Source: an optimization exercise on an open RTL-to-GDS flow (aim: small area, a short achievable clock period and few clock cycles per item). Production flows keep margins and buffers that such runs may drop.
Where RTL was checked, it was by simulation tests only, not by an equivalence proof against the original.
Power is estimated from default activity; no workload was simulated.

== v6 ==
Design terminal_line_editor, start of the top module:
module terminal_line_editor #(
   parameter int LINE_CAP = 64
) (
   input  logic        clock,
   input  logic        reset,
   input  logic        req_tvalid,
   output logic        req_tready,
   input  logic [7:0]  req_tdata,    
   output logic        rsp_tvalid,
   input  logic        rsp_tready,
   output logic [31:0] rsp_tdata,    
   output logic        rsp_tlast,
   output logic        rsp_tuser     
);
Size in the first run: roughly 2,800 cells after synthesis, about 530 flip-flops, roughly 48 I/O pins, roughly 29,000 um^2 of cells after synthesis.
clock: 7.0 ns
lec_check: 0
cap_margin: 20
core_margin: 2
core_utilization: 55
place_density: 0.65
setup_slack_margin: 4.0
slew_margin: 20
run.sh (not shown) runs the stock make flow with config.mk's settings and CLKGATE_MAP_FILE= SYNTH_SCRIPT=/design/flow/synth_recipe.tcl, a recipe that flattens the netlist after the stock synthesis.
Testbench counts of v6, summed over its fixed seeds: cycles 34,671, keys 24,000.
[inputs] v7 vs v6
--- a/flow/design.v
+++ b/flow/design.v
@@ -126,27 +126,27 @@
    logic [LINE_CAP:0]     ge;         
    logic [LINE_CAP-1:0]   sel_above, sel_below, sel_key;
    logic                  wstop;      
    logic                  wpre;       
    assign kcode = {a_kc, a_d[4:0]};
    assign c0    = {!cells[5], !cells[6] | cells[5], cells[4:0]};
    logic [8:0] lt_h, eq_h;
    logic [7:0] le_l, eq_l;
    for (genvar h = 0; h <= 8; h++) begin : g_h
-      assign eq_h[h] = curn_ff[6:3] == 4'(15 - h);
+      assign eq_h[h] = curn_ff[6:3] == ~4'(h);
       if (h == 0) begin : g_h0
          assign lt_h[h] = 1'b0;
       end else begin : g_hn
          assign lt_h[h] = |eq_h[h-1:0];
       end
    end
    for (genvar l = 0; l < 8; l++) begin : g_l
-      assign eq_l[l] = curn_ff[2:0] == 3'(7 - l);
+      assign eq_l[l] = curn_ff[2:0] == ~3'(l);
       assign le_l[l] = |eq_l[l:0];
    end
    for (genvar g = 0; g < LINE_CAP; g++) begin : g_ge
       assign ge[g] = lt_h[g/8] | (eq_h[g/8] & le_l[g%8]);
    end
    assign ge[LINE_CAP] = 1'b1;
    for (genvar g = 0; g < LINE_CAP; g++) begin : g_sel
       if (g == 0) begin : g_z
          assign sel_below[g] = 1'b0;
@@ -168,31 +168,19 @@
       end else begin : g_be
          assign blank[g] = cells[g*7+6] & cells[g*7+5];
       end
       if (g == 0) begin : g_m0
          assign mark[g] = 1'b1;
       end else begin : g_m
          assign mark[g] = blank[g-1] & !blank[g];
       end
    end
-   logic [8:0] wgrp;
-   for (genvar h = 0; h <= 8; h++) begin : g_wg
-      logic [7:0] m;
-      for (genvar l = 0; l < 8; l++) begin : g_wl
-         if (8*h + l >= 1 && 8*h + l <= LINE_CAP) begin : g_in
-            assign m[l] = mark[8*h+l-1];
-         end else begin : g_out
-            assign m[l] = 1'b0;
-         end
-      end
-      assign wgrp[h] = |(m & eq_l);
-   end
-   assign wstop = |(wgrp & eq_h);
+   assign wstop  = |(mark & ge[LINE_CAP:1] & ~ge[LINE_CAP-1:0]);
    logic cur_z, cur_end, len_z, len_full, cur_one, cnt_one;
    assign cur_z    = cur_ff == 7'd0;
    assign cur_one  = cur_ff == 7'd1;
    assign cur_end  = cur_ff == len_ff;
    assign len_z    = len_ff == 7'd0;
    assign len_full = len_ff[6];
    assign cnt_one  = cnt_ff == 7'd1;
    assign adv = !ov_ff || rsp_tready;
    assign go  = m_norm && a_v;
Findings:
| detailed route wirelength on metal3 | v7 vs v6 | about 40% higher |
Compared with v6, placement density in the core of v7 is higher.
In the flow results for v6 and v7, the cell area after synthesis is smaller on v7.
Share of the clock period used by the worst path after layout: v7 > v6
Changes observed in v7 relative to v6: non-clock buffer count now sits higher, global-route usage over all layers higher, count of unique library cells instantiated by Yosys shrank by 14.
Compared with v6, v7 ends up with a larger final cell area.
Compare v6 and v7 | wire length of the first global-routing pass higher: v7
Changes observed in v7 relative to v6: final setup slack of the worst path moved down; sequential share of layout area moved down.
Reported for v6 and v7, async set or reset register ratio after synthesis turned out identical to the last digit.
The RTL of v7 was laid out without a check of its function.

--- another note on this design; it stands on its own ---

Design terminal_line_editor, start of the top module:
module terminal_line_editor #(
   parameter int LINE_CAP = 64
) (
   input  logic        clock,
   input  logic        reset,
   input  logic        req_tvalid,
   output logic        req_tready,
   input  logic [7:0]  req_tdata,    
   output logic        rsp_tvalid,
   input  logic        rsp_tready,
   output logic [31:0] rsp_tdata,    
   output logic        rsp_tlast,
   output logic        rsp_tuser     
);
Size: ~2800 cells after synthesis, roughly 530 flip-flops, roughly 48 I/O pins, about 0.029 mm2 of cells after synthesis.
make LEC_CHECK=0 CAP_MARGIN=20 CORE_MARGIN=2 CORE_UTILIZATION=55 CTS_BUF_LIST=sky130_fd_sc_hd__clkbuf_8 PLACE_DENSITY=0.65 SETUP_SLACK_MARGIN=4.0 SLEW_MARGIN=20 finish   # period 7.0 ns
run.sh (not shown) runs the stock make flow with config.mk's settings and CLKGATE_MAP_FILE= SYNTH_SCRIPT=/design/flow/synth_recipe.tcl, a recipe that flattens the netlist after the stock synthesis.
Testbench counts at the start, summed over its fixed seeds: cycles 34,671, keys 24,000.
Then changed:
- CTS_BUF_LIST: sky130_fd_sc_hd__clkbuf_8 -> unset
- SETUP_SLACK_MARGIN: 4.0 -> 4.15
The new run finished clean; critical path depth goes up by 3; synthesized area stays the same; final area is higher by a few percent; total power rose by a few percent; worst setup slack gets better by 190 ps.


Another version of the RTL of terminal_line_editor (not shown whole).
Size in the first run: about 2800 cells after synthesis, roughly 530 flip-flops, ~48 I/O pins, ~29000 um^2 of cells after synthesis.
==> flow/design.v (excerpt) <==
module terminal_line_editor #(
   parameter int LINE_CAP = 64
) (
   input  logic        clock,
   input  logic        reset,
   input  logic        req_tvalid,
   output logic        req_tready,
   input  logic [7:0]  req_tdata,    
   output logic        rsp_tvalid,
   input  logic        rsp_tready,
   output logic [31:0] rsp_tdata,    
   output logic        rsp_tlast,
   output logic        rsp_tuser     
);
make LEC_CHECK=0 CAP_MARGIN=20 CORE_MARGIN=2 CORE_UTILIZATION=60 PLACE_DENSITY=0.7 SETUP_SLACK_MARGIN=4.15 SLEW_MARGIN=35 finish   # period 7.0 ns
Testbench counts at the start, summed over its fixed seeds: cycles 34,671, keys 24,000.
==> next run, changes <==
- CORE_UTILIZATION: 60 -> 65
- PLACE_DENSITY: 0.7 -> 0.75
- SETUP_SLACK_MARGIN: 4.15 -> 4.1
- The changed run finished clean
- global-route usage climbs by 1.8 points
- sequential share of layout area increases by 0.63 points
- final cell count came out lower by 1.6%
- wire length falls by 1.4%
- design area fell by 1.4%
- synthesized area is unchanged
- clock-buffer cell count shrinks by 3
==> next run, changes <==
- CORE_UTILIZATION: 65 -> 55
- PLACE_DENSITY: 0.75 -> 0.65
Non-clock buffer count drops by 3.
Via count drops by 2.7%.
Register-to-register slack gets better by 90 ps.
Cell area stays flat.
Total power drops by 1.3%.
Count of clock-buffer cells in the layout climbs by 2.
==> next run, changes <==
- SETUP_SLACK_MARGIN: 4.1 -> 4.25
After rerunning: The new run went through all stages and came out clean. Combinational power went up by roughly a tenth. Worst setup slack improves by 57 ps. Clock power goes up by a few percent. Routed wire length went up by roughly a tenth. Cell area grows by a few percent.
==> next run, changes <==
- CORE_UTILIZATION: 55 -> 60
- PLACE_DENSITY: 0.65 -> 0.7
- SETUP_SLACK_MARGIN: 4.25 -> 4.1
=> The new run completed without violations. Critical path depth drops by 1. Cell count falls by 4.9%. Register-to-register slack gets worse by 30 ps.
==> next run, changes <==
- CORE_UTILIZATION: 60 -> 55
- PLACE_DENSITY: 0.7 -> 0.65
- SLEW_MARGIN: 35 -> 50
Outcome: The changed run completed with no timing, DRC or antenna violations. Sequential cell count does not change. Core utilization falls by 5.9 points. Power is about the same.

## what the ideal ports hide
The flow's constraints put no driver on any port. The routed layouts listed below were extracted and timed again, unchanged, in two steps.
Step 1 sets driving cells, clkbuf_16 on the clock port and buf_2 on the other inputs (assumed; they add their load-dependent delay and slew).
Step 2 times the ports against the registers' clock, not the clock port: input delays grow and output delays shrink by t, the midpoint of the rising clock arrivals with the driver on.
a / b / c = no drivers / after step 1 / after step 2; a / b = the first two.
| run | shift t [ns] | setup slack, ns | worst setup path at the end | clock arrival spread, ns | pins driven straight from the clock port |
|---|---|---|---|---|---|
| v6 | 0.678 | 3.915 / 3.915 / 3.566 | input to register | 0.022 / 0.022 | 1 |
| v7 | 0.687 | 3.902 / 3.902 / 3.383 | input to register | 0.025 / 0.024 | 1 |
| the first run of note 2 | 0.760 | 3.694 / 3.694 / 3.311 | input to register | 0.041 / 0.041 | 1 |
| the second run of note 2 | 0.688 | 3.885 / 3.885 / 3.522 | input to register | 0.016 / 0.015 | 1 |
| the first run of note 3 | 0.681 | 4.073 / 4.075 / 3.431 | input to register | 0.033 / 0.033 | 1 |
| the second run of note 3 | 0.679 | 3.997 / 3.997 / 3.439 | input to register | 0.029 / 0.029 | 1 |
| the third run of note 3 | 0.688 | 4.085 / 4.084 / 3.500 | input to register | 0.026 / 0.026 | 1 |
| the fourth run of note 3 | 0.714 | 4.143 / 4.143 / 3.593 | input to register | 0.031 / 0.031 | 1 |
| the fifth run of note 3 | 0.679 | 4.116 / 4.075 / 3.506 | input to register | 0.033 / 0.033 | 1 |
| the sixth run of note 3 | 0.694 | 4.025 / 4.056 / 3.362 | input to register | 0.037 / 0.037 | 1 |
After both steps setup and hold are still met in every run listed. For the sixth run of note 3, which loses most, drivers alone change the setup slack by +0.031 ns; drivers and shift together by -0.663 ns.
